This is an optimization exercise on Yosys and OpenROAD, whose aim is small area, not a production implementation.
The RTL was checked by simulation tests, not by an equivalence proof against the original design.
No driver is modelled on the clock port, so clocking that relies on it looks cheaper here than on a real chip.
No activity file was given, so power comes from the tool's default toggle rates.

$ cat design.v
package zbt_pkg;
	typedef logic [19-1:0] zbt_addr_t;
	typedef logic [32-1:0] zbt_word_t;
	typedef struct packed {
		zbt_addr_t address;
		zbt_word_t write_data;
		logic      write_en;
	} zbt_req_t;
	typedef struct packed {
		zbt_addr_t address;
		logic      busy;
	} fs_read_req_t;
	typedef struct packed {
		zbt_addr_t address;
		zbt_word_t data;
		logic      strobe;
	} dec_write_t;
endpackage
package picture_pkg;
	typedef enum logic [1:0] {
		PIC_I = 2'd1,
		PIC_P = 2'd2,
		PIC_B = 2'd3
	} picture_type_t;
	typedef logic [11:0] image_dim_t;
endpackage
`timescale 1ns/100ps
module mb_write_addresser (
	input  logic                      internal_ZBT_clock,
	input  logic                      resetn,
	input  logic                      address_reset,
	input  picture_pkg::image_dim_t   image_horizontal,
	input  picture_pkg::picture_type_t picture_type,
	input  logic                      yuv_write_en,
	input  logic [7:0]                yuv_write_data,
	output zbt_pkg::dec_write_t       dec_write
);
	logic [1:0]  word_count;    
	logic [3:0]  slot_count;    
	logic [2:0]  block_count;
	logic [7:0]  mb_column;
	logic [15:0] pos;
	logic        pos_carry;
	logic        step2;         
	logic        step3;         
	logic [7:0]  byte_hh;
	logic [7:0]  byte_hl;
	logic [7:0]  byte_lh;
	logic [7:0]  n;
	logic        word_end;
	logic        row_end;
	logic        block_end;
	logic        luma;
	logic        last_column;
	logic [7:0]  mb_column_inc;
	assign n = image_horizontal[11:4];
	assign word_end = yuv_write_en && (word_count == 2'b11);
	assign row_end = yuv_write_en && !address_reset && (word_count == 2'b11) && slot_count[0];
	assign block_end = (slot_count == 4'hf);
	assign luma = !block_count[2];
	assign mb_column_inc = mb_column + 8'd1;
	assign last_column = (mb_column == n - 8'd1);
	logic add_n, add_2n, sub_8n, sub_16n, add_mx, sub_mx, carry_in;
	logic next2;            
	logic next3;            
	logic row_was_last;     
	assign row_was_last = (mb_column == 8'd0);
	always_comb begin
		add_n = 1'b0;
		add_2n = 1'b0;
		sub_8n = 1'b0;
		sub_16n = 1'b0;
		add_mx = 1'b0;
		sub_mx = 1'b0;
		carry_in = 1'b0;
		next2 = 1'b0;
		next3 = 1'b0;
		if (step3) begin
			if (block_count[2]) begin
				add_mx = 1'b1;
			end else begin
				add_2n = 1'b1;
				carry_in = 1'b1;
			end
		end else if (step2) begin
			case (block_count)
				3'd1, 3'd3: add_n = 1'b1;
				3'd4: begin
					add_n = 1'b1;
					next3 = 1'b1;
				end
				3'd5: add_2n = 1'b1;
				default: begin
					carry_in = 1'b1;
					if (!row_was_last) begin
						sub_16n = 1'b1;
						next3 = 1'b1;
					end
				end
			endcase
		end else if (row_end) begin
			if (!block_end) begin
				add_n = luma;
				add_2n = !luma;
			end else begin
				case (block_count)
					3'd1: add_n = 1'b1;
					3'd0, 3'd2: begin
						sub_8n = 1'b1;
						carry_in = 1'b1;
						next2 = 1'b1;
					end
					3'd3: begin
						sub_16n = 1'b1;
						carry_in = 1'b1;
						next2 = 1'b1;
					end
					3'd4: begin
						sub_16n = 1'b1;
						carry_in = 1'b1;
						next2 = 1'b1;
					end
					default: begin
						carry_in = 1'b1;
						sub_mx = !last_column;
						next2 = 1'b1;
					end
				endcase
			end
		end
	end
	logic [15:0] op;
	assign op = ({16{add_n}} & {8'd0, n})
		| ({16{add_2n}} & {7'd0, n, 1'b0})
		| ({16{sub_8n}} & {5'h1f, ~n, 3'b111})
		| ({16{sub_16n}} & {4'hf, ~n, 4'hf})
		| ({16{add_mx}} & {8'd0, mb_column})
		| ({16{sub_mx}} & {8'hff, ~mb_column});
	logic [15:0] pos_sum;
	logic [15:0] pos_cin;
	logic [15:0] pos_cout;
	assign pos_cin = {pos_cout[14:8], pos_carry, pos_cout[6:0], carry_in};
	assign pos_sum = pos ^ op ^ pos_cin;
	assign pos_cout = (pos & op) | (pos_cin & (pos ^ op));
	always_ff @(posedge internal_ZBT_clock or negedge resetn) begin
		if (!resetn) begin
			word_count <= '0;
		end else if (address_reset) begin
			word_count <= '0;
		end else if (yuv_write_en) begin
			word_count <= word_count + 2'd1;
		end
	end
	always_ff @(posedge internal_ZBT_clock) begin
		if (address_reset) begin
			slot_count <= '0;
			block_count <= '0;
			mb_column <= '0;
			pos <= '0;
			pos_carry <= 1'b0;
			step2 <= 1'b0;
			step3 <= 1'b0;
		end else begin
			if (word_end)
				slot_count <= slot_count + 4'd1;
			if (word_end && block_end) begin
				if (block_count == 3'(6 - 1)) begin
					block_count <= '0;
					mb_column <= last_column ? 8'd0 : mb_column_inc;
				end else begin
					block_count <= block_count + 3'd1;
				end
			end
			pos <= pos_sum;
			pos_carry <= pos_cout[7];
			step2 <= next2;
			step3 <= next3;
		end
	end
	always_ff @(posedge internal_ZBT_clock) begin
		if (yuv_write_en) begin
			byte_hh <= byte_hl;
			byte_hl <= byte_lh;
			byte_lh <= yuv_write_data;
		end
	end
	assign dec_write.address = luma ? {1'b0, pos, block_count[0], slot_count[0]}
		: {1'b1, block_count[0], 1'b0, pos[15:1], slot_count[0]};
	assign dec_write.data = {byte_hh, byte_hl, byte_lh, yuv_write_data};
	assign dec_write.strobe = word_end && (picture_type != picture_pkg::PIC_B);
endmodule
`timescale 1ns/100ps
module frame_bank_sequencer (
	input  logic                       internal_ZBT_clock,
	input  logic                       resetn,
	input  logic                       picture_start,
	input  picture_pkg::picture_type_t picture_type,
	input  logic                       frame_advance,
	input  logic                       audio_sync_in,
	output logic                       prediction_select,
	output logic                       display_select,
	output logic                       display_advance,
	output logic                       audio_sync_out
);
	logic picture_start_d;
	logic frame_advance_d;
	logic hold_phase;        
	logic ref_seen;          
	logic ref_start;
	logic advance_edge;
	assign ref_start = picture_start && !picture_start_d
		&& (picture_type != picture_pkg::PIC_B);
	assign advance_edge = frame_advance && !frame_advance_d;
	always_ff @(posedge internal_ZBT_clock or negedge resetn) begin
		if (!resetn) begin
			picture_start_d <= 1'b0;
			frame_advance_d <= 1'b0;
			prediction_select <= 1'b0;
			ref_seen <= 1'b0;
			audio_sync_out <= 1'b0;
			hold_phase <= 1'b0;
			display_select <= 1'b0;
			display_advance <= 1'b0;
		end else begin
			picture_start_d <= picture_start;
			frame_advance_d <= frame_advance;
			if (ref_start) begin
				prediction_select <= !prediction_select;
				ref_seen <= 1'b1;
				audio_sync_out <= audio_sync_out || ref_seen;
			end
			display_advance <= advance_edge && !hold_phase && audio_sync_in;
			if (advance_edge) begin
				hold_phase <= !hold_phase;
				if (!hold_phase && audio_sync_in)
					display_select <= !display_select;
			end
		end
	end
endmodule
`timescale 1ns/100ps
module bank_port_router (
	input  zbt_pkg::dec_write_t   dec_write,
	input  logic                  prediction_select,
	input  zbt_pkg::zbt_req_t     video_stream,
	input  zbt_pkg::zbt_req_t     audio_stream,
	input  zbt_pkg::fs_read_req_t fs_fwd,
	input  zbt_pkg::fs_read_req_t fs_bwd,
	input  zbt_pkg::zbt_word_t    bank0_read_data,
	input  zbt_pkg::zbt_word_t    bank1_read_data,
	output zbt_pkg::zbt_req_t     bank0,
	output zbt_pkg::zbt_req_t     bank1,
	output logic                  video_stream_access,
	output logic                  audio_stream_access,
	output logic                  framestore_busy,
	output zbt_pkg::zbt_word_t    video_stream_read_data,
	output zbt_pkg::zbt_word_t    audio_stream_read_data,
	output zbt_pkg::zbt_word_t    fs_fwd_data,
	output zbt_pkg::zbt_word_t    fs_bwd_data
);
	logic strobe;
	logic psel;
	logic busy0;
	logic busy1;
	logic v0_sel, d0_sel, f0_sel, b0_sel;
	logic a1_sel, d1_sel, f1_sel, b1_sel;
	assign strobe = dec_write.strobe;
	assign psel = prediction_select;
	assign busy0 = psel ? fs_bwd.busy : fs_fwd.busy;
	assign busy1 = psel ? fs_fwd.busy : fs_bwd.busy;
	assign framestore_busy = strobe;
	assign video_stream_access = !(strobe || busy0);
	assign audio_stream_access = !(strobe || busy1);
	assign v0_sel = video_stream_access;
	assign d0_sel = strobe && psel;
	assign f0_sel = !video_stream_access && !d0_sel && !psel;
	assign b0_sel = !video_stream_access && !d0_sel && psel;
	assign a1_sel = audio_stream_access;
	assign d1_sel = strobe && !psel;
	assign f1_sel = !audio_stream_access && !d1_sel && psel;
	assign b1_sel = !audio_stream_access && !d1_sel && !psel;
	assign bank0.address = ({19{v0_sel}} & video_stream.address)
		| ({19{d0_sel}} & dec_write.address)
		| ({19{f0_sel}} & fs_fwd.address)
		| ({19{b0_sel}} & fs_bwd.address);
	assign bank1.address = ({19{a1_sel}} & audio_stream.address)
		| ({19{d1_sel}} & dec_write.address)
		| ({19{f1_sel}} & fs_fwd.address)
		| ({19{b1_sel}} & fs_bwd.address);
	assign bank0.write_en = v0_sel ? video_stream.write_en : d0_sel;
	assign bank1.write_en = a1_sel ? audio_stream.write_en : d1_sel;
	zbt_pkg::zbt_word_t dec_n;
	assign dec_n = ~({32{strobe}} & dec_write.data);
	assign bank0.write_data = ~(dec_n & ~({32{!strobe}} & video_stream.write_data));
	assign bank1.write_data = ~(dec_n & ~({32{!strobe}} & audio_stream.write_data));
	assign video_stream_read_data = bank0_read_data;
	assign audio_stream_read_data = bank1_read_data;
	assign fs_fwd_data = psel ? bank1_read_data : bank0_read_data;
	assign fs_bwd_data = psel ? bank0_read_data : bank1_read_data;
endmodule
`timescale 1ns/100ps
module framestore_manager (
	input  logic        internal_ZBT_clock,
	input  logic        resetn,
	input  logic        address_reset,
	input  logic [11:0] image_horizontal,
	input  logic [1:0]  picture_type,
	input  logic        yuv_write_en,
	input  logic [7:0]  yuv_write_data,
	input  logic        picture_start,
	input  logic        frame_advance,
	input  logic        audio_sync_in,
	output logic        display_select,
	output logic        display_advance,
	output logic        audio_sync_out,
	input  logic [51:0] video_stream,
	input  logic [51:0] audio_stream,
	input  logic [19:0] fs_fwd,
	input  logic [19:0] fs_bwd,
	input  logic [31:0] bank0_read_data,
	input  logic [31:0] bank1_read_data,
	output logic [51:0] bank0,
	output logic [51:0] bank1,
	output logic        video_stream_access,
	output logic        audio_stream_access,
	output logic        framestore_busy,
	output logic [31:0] video_stream_read_data,
	output logic [31:0] audio_stream_read_data,
	output logic [31:0] fs_fwd_data,
	output logic [31:0] fs_bwd_data
);
	zbt_pkg::zbt_req_t          video_stream_req;
	zbt_pkg::zbt_req_t          audio_stream_req;
	zbt_pkg::fs_read_req_t      fs_fwd_req;
	zbt_pkg::fs_read_req_t      fs_bwd_req;
	zbt_pkg::zbt_req_t          bank0_req;
	zbt_pkg::zbt_req_t          bank1_req;
	picture_pkg::picture_type_t picture_kind;
	assign video_stream_req = video_stream;
	assign audio_stream_req = audio_stream;
	assign fs_fwd_req = fs_fwd;
	assign fs_bwd_req = fs_bwd;
	assign picture_kind = picture_pkg::picture_type_t'(picture_type);
	assign bank0 = bank0_req;
	assign bank1 = bank1_req;
	zbt_pkg::dec_write_t dec_write;
	logic                prediction_select;
	mb_write_addresser mb_write_addresser_i (
		.internal_ZBT_clock (internal_ZBT_clock),
		.resetn             (resetn),
		.address_reset      (address_reset),
		.image_horizontal   (image_horizontal),
		.picture_type       (picture_kind),
		.yuv_write_en       (yuv_write_en),
		.yuv_write_data     (yuv_write_data),
		.dec_write          (dec_write)
	);
	frame_bank_sequencer frame_bank_sequencer_i (
		.internal_ZBT_clock (internal_ZBT_clock),
		.resetn             (resetn),
		.picture_start      (picture_start),
		.picture_type       (picture_kind),
		.frame_advance      (frame_advance),
		.audio_sync_in      (audio_sync_in),
		.prediction_select  (prediction_select),
		.display_select     (display_select),
		.display_advance    (display_advance),
		.audio_sync_out     (audio_sync_out)
	);
	bank_port_router bank_port_router_i (
		.dec_write              (dec_write),
		.prediction_select      (prediction_select),
		.video_stream           (video_stream_req),
		.audio_stream           (audio_stream_req),
		.fs_fwd                 (fs_fwd_req),
		.fs_bwd                 (fs_bwd_req),
		.bank0_read_data        (bank0_read_data),
		.bank1_read_data        (bank1_read_data),
		.bank0                  (bank0_req),
		.bank1                  (bank1_req),
		.video_stream_access    (video_stream_access),
		.audio_stream_access    (audio_stream_access),
		.framestore_busy        (framestore_busy),
		.video_stream_read_data (video_stream_read_data),
		.audio_stream_read_data (audio_stream_read_data),
		.fs_fwd_data            (fs_fwd_data),
		.fs_bwd_data            (fs_bwd_data)
	);
endmodule
$ cat flow/run.sh
#!/bin/bash
# Standard synthesis, then an area-oriented re-mapping of its
# combinational logic: every flip-flop, adder and tie cell of the
# standard synthesis is kept as it is, with its name; a few ABC scripts
# are tried and the smallest result that is proven equivalent to the
# standard netlist is used (else the standard netlist itself). Then the
# standard layout, with the port buffers made of the smallest buffer, a
# clock tree of small buffers without dummy loads (a buffer whose
# flip-flops see a slow clock edge made one size stronger), denser pins, and
# layout repairs limited to buffers up to buf_4.
set -euo pipefail
PORTBUF="BUFFER_PORTS_ARGS=-buffer_cell sky130_fd_sc_hd__buf_1"
CTS="CTS_ARGS=-sink_clustering_enable -repair_clock_nets -dont_use_dummy_load -buf_list {sky130_fd_sc_hd__clkbuf_4} -sink_clustering_size 20"
PINS="PLACE_PINS_ARGS=-min_distance 1 -min_distance_in_tracks"
# A clock tree buffer whose flip-flops see a slow clock edge is upsized
POSTCTS="POST_CTS_TCL=$(pwd)/flow/post_cts.tcl"
RES=orfs/results/${FLOW_PLATFORM}/framestore_manager/base
LIB=${FLOW_HOME}/platforms/${FLOW_PLATFORM}/lib/sky130_fd_sc_hd__tt_025C_1v80.lib
YOSYS=$(command -v yosys || echo ${FLOW_HOME}/../tools/install/yosys/bin/yosys)
KEEP="sky130_fd_sc_hd__df* sky130_fd_sc_hd__edf* sky130_fd_sc_hd__sdf* sky130_fd_sc_hd__sedf* sky130_fd_sc_hd__fa_* sky130_fd_sc_hd__ha_* sky130_fd_sc_hd__conb_*"
PLATFORM_DONT_USE=$(sed -n '/^export DONT_USE_CELLS/,/^#/p' ${FLOW_HOME}/platforms/${FLOW_PLATFORM}/config.mk \
	| grep -o 'sky130_fd_sc_hd__[a-z0-9_]*' | tr '\n' ' ')
BIGBUF="DONT_USE_CELLS=$PLATFORM_DONT_USE sky130_fd_sc_hd__buf_6 sky130_fd_sc_hd__buf_8 sky130_fd_sc_hd__buf_12 sky130_fd_sc_hd__buf_16 sky130_fd_sc_hd__bufbuf_8 sky130_fd_sc_hd__bufbuf_16 sky130_fd_sc_hd__bufinv_8 sky130_fd_sc_hd__bufinv_16"

bash standard.sh "$PORTBUF" synth > synth.log 2>&1

DONT_USE=$(echo $PLATFORM_DONT_USE | tr ' ' '\n' | sed 's/^/-dont_use /' | tr '\n' ' ')
cp $RES/1_2_yosys.v standard_synth.v

SCRIPTS=(
	"strash;dc2;if -K 6;mfs2 -W 4;strash;dc2;dch;amap;strash;dch;amap"
	"strash;dc2;if -K 6;mfs2 -W 4;strash;dc2;dch;amap"
	"strash;dc2;if -K 5;mfs2 -W 4;strash;dc2;dch;amap"
	"strash;dc2;if -K 6;mfs2 -W 4;if -K 6;mfs2 -W 4;strash;dc2;dch;amap"
	"strash;dc2;dch;amap"
)
: > remap_areas.txt
for i in "${!SCRIPTS[@]}"; do
	echo "${SCRIPTS[$i]}" | tr ';' '\n' > remap_$i.abc
	cat > remap_$i.ys <<EOY
read_liberty -ignore_miss_func $LIB
read_verilog standard_synth.v
hierarchy -top ${FLOW_TOP}
setattr -mod -set keep_hierarchy 1 $KEEP
flatten
opt -purge
abc -liberty $LIB $DONT_USE -script remap_$i.abc
opt_clean -purge
hilomap -singleton -hicell sky130_fd_sc_hd__conb_1 HI -locell sky130_fd_sc_hd__conb_1 LO
splitnets
opt_clean -purge
tee -o remap_${i}_stat.txt stat -liberty $LIB
select ${FLOW_TOP}
write_verilog -noattr -nohex -nodec -selected remapped_$i.v
EOY
	if $YOSYS remap_$i.ys > remap_$i.log 2>&1; then
		a=$(grep "Chip area for top module" remap_${i}_stat.txt | awk '{print $NF}')
		echo "$a $i" >> remap_areas.txt
	fi
done

used=none
for i in $(sort -n remap_areas.txt | awk '{print $2}'); do
	cat > equiv_$i.ys <<EOY
read_liberty -ignore_miss_func $LIB
read_verilog standard_synth.v
hierarchy -top ${FLOW_TOP}
flatten
rename ${FLOW_TOP} gold
design -stash gold
read_liberty -ignore_miss_func $LIB
read_verilog remapped_$i.v
hierarchy -top ${FLOW_TOP}
flatten
rename ${FLOW_TOP} gate
design -stash gate
design -copy-from gold gold
design -copy-from gate gate
async2sync
equiv_make gold gate equiv
hierarchy -top equiv
equiv_simple -undef
equiv_induct -undef
equiv_status -assert
EOY
	if $YOSYS equiv_$i.ys > equiv_$i.log 2>&1; then
		cp remapped_$i.v $RES/1_2_yosys.v
		used=$i
		break
	fi
done
echo "re-mapping used: $used" >> remap_areas.txt

bash standard.sh "$PORTBUF" "$CTS" "$PINS" "$BIGBUF" "$POSTCTS" finish > standard_flow.log 2>&1
$ cat flow/post_cts.tcl
# After clock tree synthesis: a clock buffer of the tree whose flip-flop
# clock pins see a slow edge is made one size stronger
estimate_parasitics -placement
set upsized 0
foreach inst [get_cells -quiet clkbuf_*] {
  if { [get_property $inst ref_name] ne "sky130_fd_sc_hd__clkbuf_4" } {
    continue
  }
  set worst 0.0
  foreach pin [get_pins -of_objects [get_nets -of_objects [get_pins [get_full_name $inst]/X]]] {
    if { [get_property $pin direction] ne "input" } {
      continue
    }
    set s [get_property $pin slew_max]
    if { $s > $worst } {
      set worst $s
    }
  }
  if { $worst > 0.105 } {
    replace_cell $inst sky130_fd_sc_hd__clkbuf_8
    incr upsized
  }
}
puts "post_cts: upsized $upsized clock buffers"
if { $upsized > 0 } {
  detailed_placement
  check_placement -verbose
  estimate_parasitics -placement
}
$ cat standard.sh
#!/bin/bash
# synth_recipe.tcl (not shown) runs the flow's synth.tcl, then flattens the netlist and writes it again
# the make line also repeats each setting of config.mk as NAME=value (left out here)
make -C /OpenROAD-flow-scripts/flow DESIGN_CONFIG=/design/flow/config.mk WORK_HOME=/design/flow/orfs CLKGATE_MAP_FILE= SYNTH_SCRIPT=/design/flow/synth_recipe.tcl "${@:-finish}"
$ cat config.mk
export PLATFORM = sky130hd
export DESIGN_NAME = framestore_manager
export DESIGN_NICKNAME = framestore_manager
export VERILOG_FILES = /design/flow/design.v
export SDC_FILE = /design/flow/constraint.sdc
export NUM_CORES = 4
export LEC_CHECK = 0
export CAP_MARGIN = 20
export CORE_MARGIN = 2
export CORE_UTILIZATION = 45
export SLEW_MARGIN = 20
$ cat constraint.sdc
create_clock -name core_clock -period 7.0 [get_ports {internal_ZBT_clock}]
set_input_delay 1.4000 -clock core_clock [delete_from_list [all_inputs] [get_ports {internal_ZBT_clock}]]
set_output_delay 1.4000 -clock core_clock [all_outputs]
set_load 0.01 [all_outputs]
==> results of run 1 <==
## layer usage
metal  GRT usage, %  part of all wire, %  vias to the layer above  wire, um
li1               -                    -                     3420         -
met1          40.09                   37                     3358      8430
met2          53.62                   46                      579     10350
met3          9.131                   10                      130      2310
met4          22.17                  6.7                        0      1510
met5              0                    0                        -         0
## path summary, 6_finish.rpt
| path | from | end | slack, ns |
|---|---|---|---|
| max | image_horizontal[5] | mb_write_addresser_i.pos[15] | 0.53 |
| min | frame_bank_sequencer_i.audio_sync_out | frame_bank_sequencer_i.audio_sync_out | 0.47 |
| max reg2reg | mb_write_addresser_i.block_count[2] | mb_write_addresser_i.pos[7] | 1.11 |
| min reg2reg | frame_bank_sequencer_i.audio_sync_out | frame_bank_sequencer_i.audio_sync_out | 0.47 |
| max in group asynchronous | resetn | frame_bank_sequencer_i.prediction_select | 5.70 |
| min in group asynchronous | resetn | frame_bank_sequencer_i.display_advance | 0.92 |
## worst register-to-register path, delay by kind of cell, from the launching register on
family	cells	cell delay (ns)
AOI/OAI and AO/OA	3	0.21
buffers and inverters	7	1.04
adders and majority gates	8	3.06
DFF	1	0.82
and+or+nand+nor	4	0.68
## metrics by stage
step	utilization [%]	instances
floorplan	-	584
global placement	64.07	1228
detailed placement	64.07	1228
global route	64.84	1238
finish	64.84	1238
## cells in the final DEF (no fill, tap or decap), drive strengths merged, types with 5 or more instances in the layout
master / instances
a21oi: 17
buf: 500
a22o: 65
a2111oi: 7
clkbuf: 10
nor2: 72
edfxtp: 24
nand2: 24
fa: 15
dfxtp: 34
a211oi: 15
a222oi: 30
o22a: 65
dfrtp: 10
o22ai: 28
clkinv: 65
o21ai: 47
nor2b: 6
nor3: 15
ha: 5
## flip-flops by register name, indices dropped and copies added (netlist names), 2 cells and up
name                              flops
mb_write_addresser_i.byte_hl          8
mb_write_addresser_i.word_count       2
mb_write_addresser_i.byte_hh          8
mb_write_addresser_i.block_count      3
mb_write_addresser_i.slot_count       4
mb_write_addresser_i.pos             16
mb_write_addresser_i.byte_lh          8
mb_write_addresser_i.mb_column        8
## layout make-up
cell class,instances,area (um^2)
tap,143,178.9
multi-input combinational,450,3256
inverter,66,247.7
clock buffer,9,80.08
timing repair buffer,501,1891
antenna,1,2.502
sequential,68,1653
fill,1078,3964
## power breakdown
group	switching, mW	internal (mW)	leakage [nW]
clock	0.121	0.0717	0.0466
sequential	0.0313	0.429	0.624
combinational	0.385	0.236	1.71
==> flow_metrics.env, run 1 <==
export IMPL_area_growth_pct=42.29
export IMPL_grt_ovfl_total=0
export IMPL_io_pins=475
export IMPL_die_area_um2=12280
export IMPL_fin_crit_sh_pct=92.40
export IMPL_fp_coreArea_um2=11270
export IMPL_syn_area_per_cell_um2=8.795
export IMPL_viasPerCell=6.048
export IMPL_worst_slew_pin_transition_ns=1.053
export IMPL_grt_pass1_vias=6266
export IMPL_cap_violations=0
export IMPL_drive_gt1_share_pct=1.828
export IMPL_crit_cells=29
export IMPL_critPathSlowestCell="fa_1"
export IMPL_r2r_cells=22
export IMPL_tns_ns=0
export IMPL_rsz0062_at_grt="no"
export IMPL_grt_pass1_wl_um=33550
export IMPL_cpMostUsedCell="fa_1"
export IMPL_criticalPathCategory="primary input to flip-flop"
export IMPL_cpPeakStageDelay_ns=0.44
export IMPL_setup_worst_path_start_class="primary input"
export IMPL_worstHoldPathCells=1
export IMPL_p_total_mw=1.273
export IMPL_relSlewSlack_pct=29.39
export IMPL_irDropWorstVdd_mv=0.1168
export IMPL_max_freq_ghz=0.1546
export IMPL_worstPathArrival_ns=6.80
export IMPL_finalHoldViolCount=0
export IMPL_die_height_um=110.8
export IMPL_postLayoutCellArea_um2=7308
export IMPL_netlist_area_um2=5136
export IMPL_dr_pass1_iters=8
export IMPL_dpl_worst_slack_ns=0.1597
export IMPL_cp_max_fo=3
export IMPL_routedWlPerCell_um=18.26
export IMPL_end_kind="flip-flop"
export IMPL_status="finished clean"
export IMPL_leakage_nw=2.384
export IMPL_initial_utilization_pct=45.57
export IMPL_drc=0
export IMPL_syn_inst=584
export IMPL_insertion_delay_ns=0.41
export IMPL_wirelength_um=22600
export IMPL_hpwl_um=17840
export IMPL_whs_ns=0.4691
export IMPL_nets=1353
export IMPL_hold_path_class="flip-flop to flip-flop"
export IMPL_slew_violations=0
export IMPL_rows=39
export IMPL_dpl_cell_area_um2=7222
export IMPL_path_clk_slew_ns=0.09
export IMPL_grt_max_degree=68
export IMPL_finalSetupViolCount=0
export IMPL_io_buffers=470
export IMPL_powerDensity_nw_per_um2=174.3
export IMPL_num_vias=7487
export IMPL_syn_nets=841
export IMPL_fin_ws_ns=0.5322
export IMPL_antenna_found_initial=1
export IMPL_drt_initial_drc_count=1052
export IMPL_gp_congestion=1.031
export IMPL_cts_tree="built"
export IMPL_crit_family="adder cells"
export IMPL_crit_buf_inv=9
export IMPL_required_ns=7.33
export IMPL_yosys_warnings=2
export IMPL_period_needed_ns=6.468
export IMPL_fp_dieW_um=110.8
export IMPL_clock_sinks=68
export IMPL_grt_usage_pct=33.72
export IMPL_antenna_left=0
export IMPL_skew_ns=0.03157
==> inputs of run 2 (changes only) <==
--- a/config.mk
+++ b/config.mk
@@ -9,3 +9,4 @@
 export CORE_MARGIN = 2
 export CORE_UTILIZATION = 45
+export PLACE_DENSITY = 0.75
 export SLEW_MARGIN = 20
==> flow_metrics.env, run 2 <==
export IMPL_fin_ws_ns=0.5502
export IMPL_skew_ns=0.01947
export IMPL_gp_congestion=1.133
export IMPL_finalHoldViolCount=0
export IMPL_rows=39
export IMPL_period_needed_ns=6.450
export IMPL_rsz0062_at_grt="no"
export IMPL_grt_pass1_vias=6676
export IMPL_num_vias=7789
export IMPL_drc=0
export IMPL_syn_nets=841
export IMPL_antenna_left=0
export IMPL_cap_violations=0
export IMPL_hpwl_um=21170
export IMPL_seqCellArea_um2=1655
export IMPL_r2r_cells=21
export IMPL_area_growth_pct=41.51
export IMPL_grt_usage_pct=40.96
export IMPL_end_kind="flip-flop"
export IMPL_insertion_delay_ns=0.40
export IMPL_tns_ns=0
export IMPL_worstPathArrival_ns=6.71
export IMPL_max_freq_ghz=0.1550
export IMPL_wirelength_um=26680
export IMPL_leakage_nw=2.369
export IMPL_fp_dieW_um=110.8
export IMPL_fp_coreArea_um2=11270
export IMPL_relSlewSlack_pct=26.30
export IMPL_antenna_found_initial=3
export IMPL_grt_max_degree=72
export IMPL_routedWlPerCell_um=21.74
export IMPL_viasPerCell=6.348
export IMPL_p_total_mw=1.314
export IMPL_dr_pass1_iters=10
export IMPL_required_ns=7.26
export IMPL_layout_common_cells="482 x buf_1, 71 x nor2_1, 65 x o22a_1, 65 x a22o_1, 64 x clkinv_1"
export IMPL_slew_violations=0
export IMPL_multi_input_area_um2=3262
export IMPL_setup_worst_path_start_class="primary input"
export IMPL_cp_max_fo=4
export IMPL_die_height_um=110.8
export IMPL_netlist_area_um2=5136
export IMPL_syn_area_per_cell_um2=8.795
export IMPL_regMostFlops="mb_write_addresser_i.pos"
export IMPL_status="finished clean"
export IMPL_fillers=1082
export IMPL_drive_gt1_share_pct=2.035
export IMPL_die_area_um2=12280
export IMPL_worst_slew_pin_transition_ns=1.106
export IMPL_irDropWorstVdd_mv=0.09597
export IMPL_powerDensity_nw_per_um2=180.8
export IMPL_grt_ovfl_total=0
export IMPL_clock_sinks=68
export IMPL_syn_inst=584
export IMPL_grt_pass1_wl_um=39450
export IMPL_finalSetupViolCount=0
export IMPL_cts_tree="built"
export IMPL_drt_initial_drc_count=1282
export IMPL_hold_path_class="flip-flop to flip-flop"
export IMPL_dpl_worst_slack_ns=0.1467
export IMPL_final_instance_count_excl_fill=1227
export IMPL_io_buffers=470
export IMPL_initial_utilization_pct=45.57
export IMPL_dp_cells=1215
export IMPL_yosys_warnings=2
export IMPL_fin_crit_sh_pct=92.14
export IMPL_largest_register_ffs=16
export IMPL_worstHoldPathCells=2
export IMPL_io_pins=475
export IMPL_criticalPathCategory="primary input to flip-flop"
export IMPL_final_common_cell="buf_1"
export IMPL_nets=1340
export IMPL_path_clk_slew_ns=0.10
[run 2: final cells by class]
type | instances | share of cell area, %
timing repair buffer | 488 | 25.34
inverter | 66 | 3.426
multi-input combinational | 450 | 44.88
sequential | 68 | 22.78
tap | 143 | 2.462
clock buffer | 9 | 1.016
antenna | 3 | 0.1033
[run 2: worst max-delay path: stages]
cell and delay, ns:
buf_1 0.11, clkinv_1 0.10, ha_1 0.17, clkinv_1 0.08, nor2_1 0.17, nand3_1 0.10
a2111oi_0 0.46, o211ai_1 0.15, a2111oi_0 0.69, a2111oi_2 0.08, a2111oi_0 0.76, fa_1 0.33
fa_1 0.20, fa_1 0.20, fa_1 0.20, fa_1 0.18, clkinv_1 0.08, fa_1 0.39
clkinv_1 0.07, fa_1 0.16, clkinv_1 0.07, fa_1 0.43, nor2b_1 0.14
[run 2: power by group]
group / total, mW / switching, mW / internal, mW
Combinational: 0.654 / 0.418 / 0.236
Sequential: 0.470 / 0.0405 / 0.429
Clock: 0.191 / 0.125 / 0.0659
Total: 1.31 / 0.584 / 0.730
[run 2: worst paths after layout]
path                                                     from                                  endpoint  slack (ns)
setup / recovery                          image_horizontal[5]               mb_write_addresser_i.pos[7]        0.55
hold / removal             mb_write_addresser_i.slot_count[1]        mb_write_addresser_i.slot_count[1]        0.47
setup reg to reg           mb_write_addresser_i.word_count[0]               mb_write_addresser_i.pos[7]        1.41
hold reg to reg            mb_write_addresser_i.slot_count[1]        mb_write_addresser_i.slot_count[1]        0.47
max in group asynchronous                              resetn  frame_bank_sequencer_i.prediction_select        5.63
min in group asynchronous                              resetn    frame_bank_sequencer_i.frame_advance_d        0.96
[run 2: through the flow]
stage                     instance area, um^2  hold WS [ns]  utilization [%]
final                                    7268        0.4727            64.48
after global routing                     7268        0.5021            64.48
after detailed placement                 7181        0.4611            63.70
after global placement                   7181        0.4392            63.70
after floorplan                          5150        0.4332                -
[run 2: per-layer routing]
metal	share of wire [%]	GRT usage, %	vias up
li1	-	-	3395
met1	35	47.47	3455
met2	44	62.41	722
met3	13	14.60	217
met4	8.9	30.08	0
met5	0	0	-
==> inputs of run 3 (changes only) <==
--- a/config.mk
+++ b/config.mk
@@ -6,7 +6,7 @@
 export NUM_CORES = 4
 export LEC_CHECK = 0
-export CAP_MARGIN = 20
+export CAP_MARGIN = 0
 export CORE_MARGIN = 2
 export CORE_UTILIZATION = 45
 export PLACE_DENSITY = 0.75
-export SLEW_MARGIN = 20
+export SLEW_MARGIN = 0
==> flow_metrics.env, run 3 <==
export IMPL_antenna_left=0
export IMPL_initial_utilization_pct=45.57
export IMPL_fp_coreArea_um2=11270
export IMPL_final_common_cell="buf_1"
export IMPL_setup_worst_path_start_class="primary input"
export IMPL_cts_tree="built"
export IMPL_rsz0062_at_grt="no"
export IMPL_path_clk_slew_ns=0.10
export IMPL_grt_ovfl_total=0
export IMPL_die_area_um2=12280
export IMPL_grt_max_degree=72
export IMPL_multi_input_area_um2=3262
export IMPL_clock_sinks=68
export IMPL_netlist_area_um2=5136
export IMPL_status="finished clean"
export IMPL_drc=0
export IMPL_criticalPathCategory="primary input to flip-flop"
export IMPL_largest_register_ffs=16
export IMPL_irDropWorstVdd_mv=0.09637
export IMPL_crit_cells=24
export IMPL_regToRegSetupSlack_ns=1.42
export IMPL_end_kind="flip-flop"
export IMPL_grt_pass1_wl_um=39450
export IMPL_insertion_delay_ns=0.40
export IMPL_rows=39
export IMPL_hold_path_class="flip-flop to flip-flop"
export IMPL_yosys_warnings=2
export IMPL_grt_pass1_vias=6676
export IMPL_regMostFlops="mb_write_addresser_i.pos"
export IMPL_viasPerCell=6.307
export IMPL_cap_violations=0
export IMPL_slew_violations=0
export IMPL_die_height_um=110.8
export IMPL_wirelength_um=26610
export IMPL_syn_nets=841
export IMPL_relSlewSlack_pct=21.71
export IMPL_io_buffers=470
export IMPL_leakage_nw=2.370
export IMPL_fp_dieW_um=110.8
export IMPL_p_total_mw=1.313
export IMPL_cpMostUsedCell="fa_1"
export IMPL_fillers=1082
export IMPL_worstPathArrival_ns=6.71
export IMPL_critPathSlowestCell="fa_1"
export IMPL_drt_initial_drc_count=1310
export IMPL_grt_usage_pct=40.96
export IMPL_crit_buf_inv=6
export IMPL_rr_startpoint="mb_write_addresser_i.word_count[0]"
export IMPL_fin_crit_sh_pct=92.14
export IMPL_io_pins=475
export IMPL_critical_path_endpoint="mb_write_addresser_i.pos[7]"
export IMPL_dr_pass1_iters=10
export IMPL_gp_congestion=1.133
export IMPL_skew_ns=0.01997
export IMPL_cpPeakStageDelay_ns=0.47
export IMPL_crit_start="image_horizontal[5]"
export IMPL_period_needed_ns=6.450
export IMPL_routedWlPerCell_um=21.69
export IMPL_seqCellArea_um2=1653
export IMPL_cp_max_fo=4
export IMPL_worst_slew_pin_transition_ns=1.174
export IMPL_required_ns=7.26
export IMPL_area_growth_pct=41.39
export IMPL_syn_inst=584
export IMPL_nets=1340
export IMPL_rr_endpoint="mb_write_addresser_i.pos[7]"
export IMPL_num_vias=7739
export IMPL_syn_area_per_cell_um2=8.795
export IMPL_finalSetupViolCount=0
export IMPL_max_freq_ghz=0.1550
export IMPL_tns_ns=0
export IMPL_layout_common_cells="482 x buf_1, 71 x nor2_1, 65 x o22a_1, 65 x a22o_1, 64 x clkinv_1"
export IMPL_finalHoldViolCount=0
export IMPL_path_cells="buf_1, clkinv_1, ha_1, clkinv_1, nor2_1, nand4_1, a21oi_1, nor3_1, a31oi_1, a2111oi_0, a2111oi_2, a2111oi_0, fa_1, fa_1, fa_1, fa_1, fa_1, clkinv_1, fa_1, clkinv_1, fa_1, clkinv_1, fa_1, nor2b_1"
export IMPL_antenna_found_initial=3
export IMPL_crit_family="adder cells"
export IMPL_drive_gt1_share_pct=2.035
export IMPL_powerDensity_nw_per_um2=180.8
export IMPL_r2r_cells=23
export IMPL_hpwl_um=21170
run 3: cell count changes in the layout (fill, tap and decap cells not counted):
cell      change
buf_2         +1
buf_4         -1
clkinv_2      -1
dfrtp_2       +1
dfrtp_4       -1
inv_2         +1
run 3: area by class of cell:
type	count	share of cell area, %
Multi-Input combinational cell	450	44.92
Tap cell	143	2.464
Clock buffer	9	1.017
Timing Repair Buffer	488	25.33
Inverter	66	3.411
Sequential cell	68	22.76
Antenna cell	3	0.1034
run 3: how the worst min path moves through the flow:
stage	start	endpoint	slack, ns	depth (start not counted)
after detailed placement	mb_write_addresser_i.slot_count[1]	mb_write_addresser_i.slot_count[1]	0.46	2
final	mb_write_addresser_i.slot_count[1]	mb_write_addresser_i.slot_count[1]	0.47	2
after floorplan	mb_write_addresser_i.slot_count[1]	mb_write_addresser_i.slot_count[1]	0.43	2
after global placement	frame_bank_sequencer_i.audio_sync_out	frame_bank_sequencer_i.audio_sync_out	0.44	1
after global routing	mb_write_addresser_i.slot_count[1]	mb_write_addresser_i.slot_count[1]	0.50	2
run 3: worst min-delay path, delay by kind of cell, from the launching register on:
family / cells / cell delay, ns
buf+inv: 1 / 0.05
flops: 1 / 0.34
compound gates: 1 / 0.05
run 3: where the power goes:
part | internal (mW) | switching (mW) | total (mW)
logic | 0.235 | 0.419 | 0.654
registers | 0.428 | 0.0403 | 0.469
clock network | 0.0659 | 0.124 | 0.190
total | 0.730 | 0.583 | 1.31
run 3: through the flow:
step	hold WS, ns	worst slack [ns]	utilization [%]	std cells	area (um^2)
2_1_floorplan	0.4332	0.1639	-	584	5150
3_3_place_gp	0.4392	0.2225	63.70	1215	7181
3_5_place_dp	0.4611	0.1467	63.70	1215	7181
5_1_grt	0.5021	0.1291	64.42	1227	7262
6_report	0.4727	0.5501	64.42	1227	7262
run 3: routing by layer:
layer / part of all wire (%) / GRT usage (%)
met1: 34 / 47.47
met5: 0 / 0
met2: 43 / 62.41
met4: 9.1 / 30.08
met3: 13 / 14.60

-- static timing again, ports no longer ideal --
The results above use ideal ports. As a check the final layouts listed here were re-extracted and re-timed, cells and wires unchanged. Step 1 assumes that a clkbuf_16 drives the clock port and a buf_2 every other input. Step 2 adds t to the input delays and takes it off the output delays; t is the mean of the earliest and latest rising clock arrival at the registers after step 1. Input paths then give back, and output paths get back, about the clock's delay inside the block. Three values: ideal, step 1, step 2; two values: the first two.
run | t, ns | slack for setup (ns) | worst setup path at the end | clock arrival spread, ns
run 1 | 0.433 | 0.532 / 0.543 / 0.110 | input to register | 0.033 / 0.032
run 2 | 0.422 | 0.550 / 0.560 / 0.138 | input to register | 0.024 / 0.024
run 3 | 0.420 | 0.550 / 0.561 / 0.140 | input to register | 0.025 / 0.025
After both steps every run listed still meets setup and hold. For run 1, which loses most, drivers alone change the setup slack by +0.011 ns; drivers and shift together by -0.422 ns.
